From an optimization exercise on the open Yosys and OpenROAD flow, aimed at small area, a short achievable clock period and few clock cycles per item; shortcuts taken in it are not production practice. Function was checked by simulation only, so behaviour that the tests miss may differ from the original.

== main ==
==> flow/design.v <==
package smf_pkg;
  localparam int WINDOW       = 16;
  localparam int SAMPLE_WIDTH = 16;
  localparam int DATA_W       = 16;
  localparam int IDX_W        = (WINDOW > 1) ? $clog2(WINDOW) : 1;
  localparam int CNT_W        = $clog2(WINDOW + 1);
  typedef logic [SAMPLE_WIDTH-1:0] sample_t;
  typedef logic [IDX_W-1:0]        rank_t;
  function automatic logic gt16(input sample_t a, input sample_t b);
    logic [15:0] g1, l1;
    logic [7:0]  g2, l2;
    logic [3:0]  g3, l3;
    logic [1:0]  g4, l4;
    g1 = a & ~b;
    l1 = ~a & b;
    for (int k = 0; k < 8; k++) begin
      g2[k] = g1[2*k+1] | (~l1[2*k+1] & g1[2*k]);
      l2[k] = l1[2*k+1] | (~g1[2*k+1] & l1[2*k]);
    end
    for (int k = 0; k < 4; k++) begin
      g3[k] = g2[2*k+1] | (~l2[2*k+1] & g2[2*k]);
      l3[k] = l2[2*k+1] | (~g2[2*k+1] & l2[2*k]);
    end
    for (int k = 0; k < 2; k++) begin
      g4[k] = g3[2*k+1] | (~l3[2*k+1] & g3[2*k]);
      l4[k] = l3[2*k+1] | (~g3[2*k+1] & l3[2*k]);
    end
    gt16 = g4[1] | (~l4[1] & g4[0]);
  endfunction
  function automatic logic gt4(input rank_t a, input rank_t b);
    logic [3:0] g1, l1;
    g1 = a & ~b;
    l1 = ~a & b;
    gt4 = g1[3] | (~l1[3] & (g1[2] | (~l1[2] & (g1[1] | (~l1[1] & g1[0])))));
  endfunction
  function automatic rank_t inc4(input rank_t r);
    inc4 = {r[3] ^ (r[2] & r[1] & r[0]), r[2] ^ (r[1] & r[0]), r[1] ^ r[0], ~r[0]};
  endfunction
  function automatic rank_t dec4(input rank_t r);
    dec4 = {r[3] ^ ~(r[2] | r[1] | r[0]), r[2] ^ ~(r[1] | r[0]), r[1] ^ ~r[0], ~r[0]};
  endfunction
  function automatic sample_t avg16(input sample_t a, input sample_t b);
    logic [15:0] g, p, g1, p1, g2, p2, g3, p3, g4;
    g = a & b;
    p = a | b;
    for (int i = 0; i < 16; i++) begin
      g1[i] = (i >= 1) ? (g[i] | (p[i] & g[i-1])) : g[i];
      p1[i] = (i >= 1) ? (p[i] & p[i-1]) : p[i];
    end
    g1[1] = g[1] | ((p[1] & a[0]) & b[0]);
    for (int i = 0; i < 16; i++) begin
      g2[i] = (i >= 2) ? (g1[i] | (p1[i] & g1[i-2])) : g1[i];
      p2[i] = (i >= 2) ? (p1[i] & p1[i-2]) : p1[i];
    end
    for (int i = 0; i < 16; i++) begin
      g3[i] = (i >= 4) ? (g2[i] | (p2[i] & g2[i-4])) : g2[i];
      p3[i] = (i >= 4) ? (p2[i] & p2[i-4]) : p2[i];
    end
    for (int i = 0; i < 16; i++) begin
      g4[i] = (i >= 8) ? (g3[i] | (p3[i] & g3[i-8])) : g3[i];
    end
    for (int i = 1; i < 16; i++) begin
      avg16[i-1] = a[i] ^ (b[i] ^ g4[i-1]);
    end
    avg16[15] = g4[15];
  endfunction
  function automatic logic [7:0] rank_code(input rank_t c);
    for (int k = 0; k < 7; k++) begin
      rank_code[k+1] = c > rank_t'(2 * k + 1);
    end
    rank_code[0] = c[0];
  endfunction
  function automatic rank_t code_rank(input logic [7:0] code);
    logic [6:0] t;
    t = code[7:1];
    code_rank[3] = t[3];
    code_rank[2] = (t[1] & ~t[3]) | t[5];
    code_rank[1] = (t[0] & ~t[1]) | (t[2] & ~t[3]) | (t[4] & ~t[5]) | t[6];
    code_rank[0] = code[0];
  endfunction
endpackage
module smf_cell (
  input  smf_pkg::sample_t word_i,
  input  smf_pkg::sample_t x_i,
  output logic             gt_o
);
  assign gt_o = smf_pkg::gt16(word_i, x_i);
endmodule
module smf_median (
  input  smf_pkg::sample_t           lo_i,    
  input  smf_pkg::sample_t           hi_i,    
  input  logic                       odd_i,
  output logic [smf_pkg::DATA_W-1:0] median_o
);
  assign median_o = odd_i ? lo_i : smf_pkg::avg16(lo_i, hi_i);
endmodule
module sliding_window_median_filter_top (
  input  logic        clk_i,
  input  logic        rst_ni,
  input  logic        s_axis_tvalid,
  output logic        s_axis_tready,
  input  logic [15:0] s_axis_tdata,    
  output logic        m_axis_tvalid,
  input  logic        m_axis_tready,
  output logic [15:0] m_axis_tdata,    
  output logic        m_axis_tuser     
);
  localparam int W = smf_pkg::WINDOW;
  localparam smf_pkg::rank_t LO = smf_pkg::rank_t'(W / 2 - 1);
  localparam smf_pkg::rank_t HI = smf_pkg::rank_t'(W / 2);
  smf_pkg::sample_t [W-1:0]       value_q;
  smf_pkg::rank_t   [W-1:0]       rank, rank_next;
  logic             [W-1:0]       valid_q, cmp, cmp_q, gt, dn, le;
  logic             [6:0]         c_tap [W];
  logic             [6:0]         tap;
  logic             [13:0]        below;
  smf_pkg::rank_t                 r_old;
  logic             [13:0]        th_14, th_up, th_dn, below_d;
  smf_pkg::sample_t               x;
  logic [7:0]                     x_code, code_q;
  logic                           full, odd;
  logic                           accept, enter, m_free, m_take, p_free;
  logic                           a_valid_d, pend_d, p_valid_d, s_valid_d, w_free_d;
  logic                           ring_ok_d, enter_d, ready_d, enter_q, ready_q;
  logic [3:0]                     turn_d;
  logic [smf_pkg::CNT_W-1:0]      cnt_d;
  logic                           s_valid_q, s_full_q;
  logic [smf_pkg::DATA_W-1:0]     s_data_q;
  logic                           a_valid_q, pend_q, p_valid_q, m_valid_q, m_full_q;
  logic                           flip_q;     
  logic [3:0]                     turn_q;     
  logic [smf_pkg::CNT_W-1:0]      cnt_q;      
  smf_pkg::sample_t               x_q;
  logic                           gt_xq, gt_xq_q;
  logic                           p_odd_q, p_full_q;
  smf_pkg::sample_t               sel_lo, sel_hi, p_lo_q, p_hi_q;
  logic [smf_pkg::DATA_W-1:0]     median, m_data_q;
  assign x     = s_axis_tdata;
  assign full  = cnt_q[smf_pkg::CNT_W-1];
  assign odd   = cnt_q[0];
  assign r_old = rank[W-1];
  assign m_free        = !s_valid_q;
  assign m_take        = !m_valid_q || m_axis_tready;
  assign p_free        = !p_valid_q || m_free;
  assign enter         = enter_q;
  assign s_axis_tready = ready_q;
  assign accept        = s_axis_tvalid && ready_q;
  assign a_valid_d = accept || (a_valid_q && !enter);
  assign pend_d    = enter || (pend_q && !p_free);
  assign p_valid_d = p_free ? pend_q : p_valid_q;
  assign s_valid_d = m_take ? 1'b0 : (m_free ? p_valid_q : s_valid_q);
  assign turn_d    = enter ? 4'd0 : turn_q + 4'd1;
  assign cnt_d     = (enter && !full) ? cnt_q + smf_pkg::CNT_W'(1) : cnt_q;
  assign ring_ok_d = (turn_d == 4'd0) || ((cnt_d == '0) && !turn_d[0]);
  assign w_free_d  = !pend_d || !p_valid_d || !s_valid_d;
  assign enter_d   = a_valid_d && w_free_d && ring_ok_d;
  assign ready_d   = !a_valid_d || (w_free_d && ring_ok_d);
  smf_cell u_cmp_x (
    .word_i (x_q),
    .x_i    (x),
    .gt_o   (gt_xq)
  );
  localparam smf_pkg::rank_t R_OLD_RST = smf_pkg::rank_t'((W - 1) / 2);
  always_comb begin
    for (int m = 0; m < 14; m++) begin
      th_14[m] = smf_pkg::rank_t'(m + 1) < rank[W-2];
    end
    th_up = {th_14[12:0], rank[W-2] != '0};
    th_dn = {1'b0, th_14[13:1]};
    below_d = !enter                      ? th_14
            : (gt[W-2] && !dn[W-2]) ? th_up
            : (dn[W-2] && !gt[W-2]) ? th_dn
            : th_14;
  end
  always_ff @(posedge clk_i or negedge rst_ni) begin
    if (!rst_ni) begin
      for (int m = 0; m < 14; m++) begin
        below[m] <= smf_pkg::rank_t'(m + 1) < R_OLD_RST;
      end
    end else begin
      below <= below_d;
    end
  end
  for (genvar i = 0; i < W; i++) begin : g_pos
    localparam logic           FILL_HI  = (i % 2) == 0;
    localparam smf_pkg::rank_t RANK_RST = FILL_HI ? smf_pkg::rank_t'(8 + i / 2)
                                                  : smf_pkg::rank_t'(i / 2);
    localparam int             PREV     = (i + W - 1) % W;
    smf_cell u_cmp (
      .word_i (value_q[i]),
      .x_i    (x),
      .gt_o   (cmp[i])
    );
    assign gt[i] = valid_q[i] ? cmp_q[i] : (FILL_HI ^ flip_q);
    assign le[i] = !gt[i];
    assign dn[i] = smf_pkg::gt4(rank[i], r_old);
    assign rank_next[i] = (gt[i] && !dn[i]) ? smf_pkg::inc4(rank[i])
                        : (dn[i] && !gt[i]) ? smf_pkg::dec4(rank[i])
                        : rank[i];
    for (genvar k = 0; k < 7; k++) begin : g_tap
      assign c_tap[i][k] = le[i] && (((rank[i] == smf_pkg::rank_t'(2 * k + 1)) && below[2*k])
                                  || ((rank[i] == smf_pkg::rank_t'(2 * k + 2)) && !below[2*k+1]));
    end
    always_ff @(posedge clk_i) begin
      if (i == 0) begin
        value_q[i] <= enter ? x_q : value_q[W-1];
        cmp_q[i]   <= accept ? (enter ? gt_xq : cmp[W-1]) : cmp_q[W-1];
      end else begin
        value_q[i] <= value_q[PREV];
        cmp_q[i]   <= accept ? cmp[PREV] : cmp_q[PREV];
      end
    end
    always_ff @(posedge clk_i or negedge rst_ni) begin
      if (!rst_ni) begin
        valid_q[i] <= 1'b0;
      end else if (i == 0) begin
        valid_q[i] <= enter || valid_q[W-1];
      end else begin
        valid_q[i] <= valid_q[PREV];
      end
    end
    if (i == 0) begin : g_code
      always_ff @(posedge clk_i or negedge rst_ni) begin
        if (!rst_ni) begin
          code_q <= smf_pkg::rank_code(RANK_RST);
        end else begin
          code_q <= enter ? x_code : smf_pkg::rank_code(rank[W-1]);
        end
      end
      assign rank[i] = smf_pkg::code_rank(code_q);
    end else begin : g_rank
      smf_pkg::rank_t rank_q;
      always_ff @(posedge clk_i or negedge rst_ni) begin
        if (!rst_ni) begin
          rank_q <= RANK_RST;
        end else begin
          rank_q <= enter ? rank_next[i-1] : rank[i-1];
        end
      end
      assign rank[i] = rank_q;
    end
  end
  always_comb begin
    tap = '0;
    for (int j = 0; j < W - 1; j++) begin
      tap |= c_tap[j];
    end
  end
  assign x_code = {tap, ^le[W-2:0]};
  always_comb begin
    sel_lo = '0;
    sel_hi = '0;
    for (int j = 0; j < W; j++) begin
      sel_lo |= {smf_pkg::SAMPLE_WIDTH{rank[j] == LO}} & value_q[j];
      sel_hi |= {smf_pkg::SAMPLE_WIDTH{rank[j] == HI}} & value_q[j];
    end
  end
  smf_median u_median (
    .lo_i     (p_lo_q),
    .hi_i     (p_hi_q),
    .odd_i    (p_odd_q),
    .median_o (median)
  );
  always_ff @(posedge clk_i or negedge rst_ni) begin
    if (!rst_ni) begin
      a_valid_q <= 1'b0;
      pend_q    <= 1'b0;
      p_valid_q <= 1'b0;
      m_valid_q <= 1'b0;
      s_valid_q <= 1'b0;
      flip_q    <= 1'b0;
      turn_q    <= '0;
      cnt_q     <= '0;
      enter_q   <= 1'b0;
      ready_q   <= 1'b1;
    end else begin
      a_valid_q <= a_valid_d;
      pend_q    <= pend_d;
      p_valid_q <= p_valid_d;
      s_valid_q <= s_valid_d;
      if (m_take) begin
        m_valid_q <= s_valid_q || p_valid_q;
      end
      flip_q    <= !flip_q;
      turn_q    <= turn_d;
      cnt_q     <= cnt_d;
      enter_q   <= enter_d;
      ready_q   <= ready_d;
    end
  end
  always_ff @(posedge clk_i) begin
    if (accept) begin
      x_q     <= x;
      gt_xq_q <= gt_xq;
    end
    if (p_free) begin
      p_lo_q   <= sel_lo;
      p_hi_q   <= sel_hi;
      p_odd_q  <= odd;
      p_full_q <= full;
    end
    if (m_take) begin
      m_data_q <= s_valid_q ? s_data_q : median;
      m_full_q <= s_valid_q ? s_full_q : p_full_q;
    end
    if (m_free) begin
      s_data_q <= median;
      s_full_q <= p_full_q;
    end
  end
  assign m_axis_tvalid = m_valid_q;
  assign m_axis_tdata  = m_data_q;
  assign m_axis_tuser  = m_full_q;
endmodule
make LEC_CHECK=0 CAP_MARGIN=20 CORE_MARGIN=2 CORE_UTILIZATION=65 SETUP_SLACK_MARGIN=3.0 SLEW_MARGIN=20 SYNTH_HIERARCHICAL=1 finish   # period 5.5 ns
run.sh (not shown) runs the stock make flow with config.mk's settings and CLKGATE_MAP_FILE= SYNTH_SCRIPT=/design/flow/synth_recipe.tcl, a recipe that flattens the netlist after the stock synthesis.
Testbench counts of main, summed over its fixed seeds: cycles 16,032, items 16,000.
Edits applied to the flow inputs when going from main to the feature branch:
--- a/flow/design.v
+++ b/flow/design.v
@@ -114,9 +114,8 @@
   logic             [6:0]         c_tap [W];
   logic             [6:0]         tap;
   logic             [13:0]        below;
   smf_pkg::rank_t                 r_old;
-  logic             [13:0]        th_14, th_up, th_dn, below_d;
   smf_pkg::sample_t               x;
   logic [7:0]                     x_code, code_q;
   logic                           full, odd;
   logic                           accept, enter, m_free, m_take, p_free;
@@ -159,28 +158,10 @@
     .word_i (x_q),
     .x_i    (x),
     .gt_o   (gt_xq)
   );
-  localparam smf_pkg::rank_t R_OLD_RST = smf_pkg::rank_t'((W - 1) / 2);
-  always_comb begin
-    for (int m = 0; m < 14; m++) begin
-      th_14[m] = smf_pkg::rank_t'(m + 1) < rank[W-2];
-    end
-    th_up = {th_14[12:0], rank[W-2] != '0};
-    th_dn = {1'b0, th_14[13:1]};
-    below_d = !enter                      ? th_14
-            : (gt[W-2] && !dn[W-2]) ? th_up
-            : (dn[W-2] && !gt[W-2]) ? th_dn
-            : th_14;
-  end
-  always_ff @(posedge clk_i or negedge rst_ni) begin
-    if (!rst_ni) begin
-      for (int m = 0; m < 14; m++) begin
-        below[m] <= smf_pkg::rank_t'(m + 1) < R_OLD_RST;
-      end
-    end else begin
-      below <= below_d;
-    end
+  for (genvar m = 0; m < 14; m++) begin : g_below
+    assign below[m] = smf_pkg::rank_t'(m + 1) < r_old;
   end
   for (genvar i = 0; i < W; i++) begin : g_pos
     localparam logic           FILL_HI  = (i % 2) == 0;
     localparam smf_pkg::rank_t RANK_RST = FILL_HI ? smf_pkg::rank_t'(8 + i / 2)
[summary]
Against main, the feature branch reports a number of buffers inserted to repair setup after CTS that is lower.
Termination of the worst setup path = p_hi_q[4]$_DFFE_PP_: main; termination of the worst setup path = code_q[1]$_DFF_PN1_: the feature branch
The feature branch vs. main: wire length reported by the detailed router now sits lower; post-cts resize count decreased by 42 relative to the old numbers; initial cell density of the core climbed 0.17 points.
Against main, total non-filler cell area in the finished layout in the feature branch fell by a few percent.
Of the two candidates, main has the better minimum clock period after layout and the feature branch the worse one.
Testbench counts of the feature branch, summed over its fixed seeds: cycles 16,032, items 16,000.

==> re-timing with driven ports <==
No port has a modelled driver above. Below, the same layouts with a new extraction and two added sets of constraints.
Step 1: set_driving_cell puts a clkbuf_16 on clk_i and a buf_2 on each other input, an assumption about the parent block.
Step 2 also shifts input and output timing later by t, the mid clock arrival at the registers, as if the neighbouring blocks saw the same clock.
Three values: ideal ports, drivers, drivers and shift; two values: the first two.
run | shift t [ns] | setup WS [ns] | cell pins on the clock port's net
main | 0.669 | 2.904 / 2.904 / 2.319 | 1
the feature branch | 0.669 | 2.795 / 2.795 / 2.329 | 1
After both steps every run listed still meets setup and hold. The setup slack of main, which loses most, moves by 0.000 ns with the drivers and by -0.585 ns with both steps.
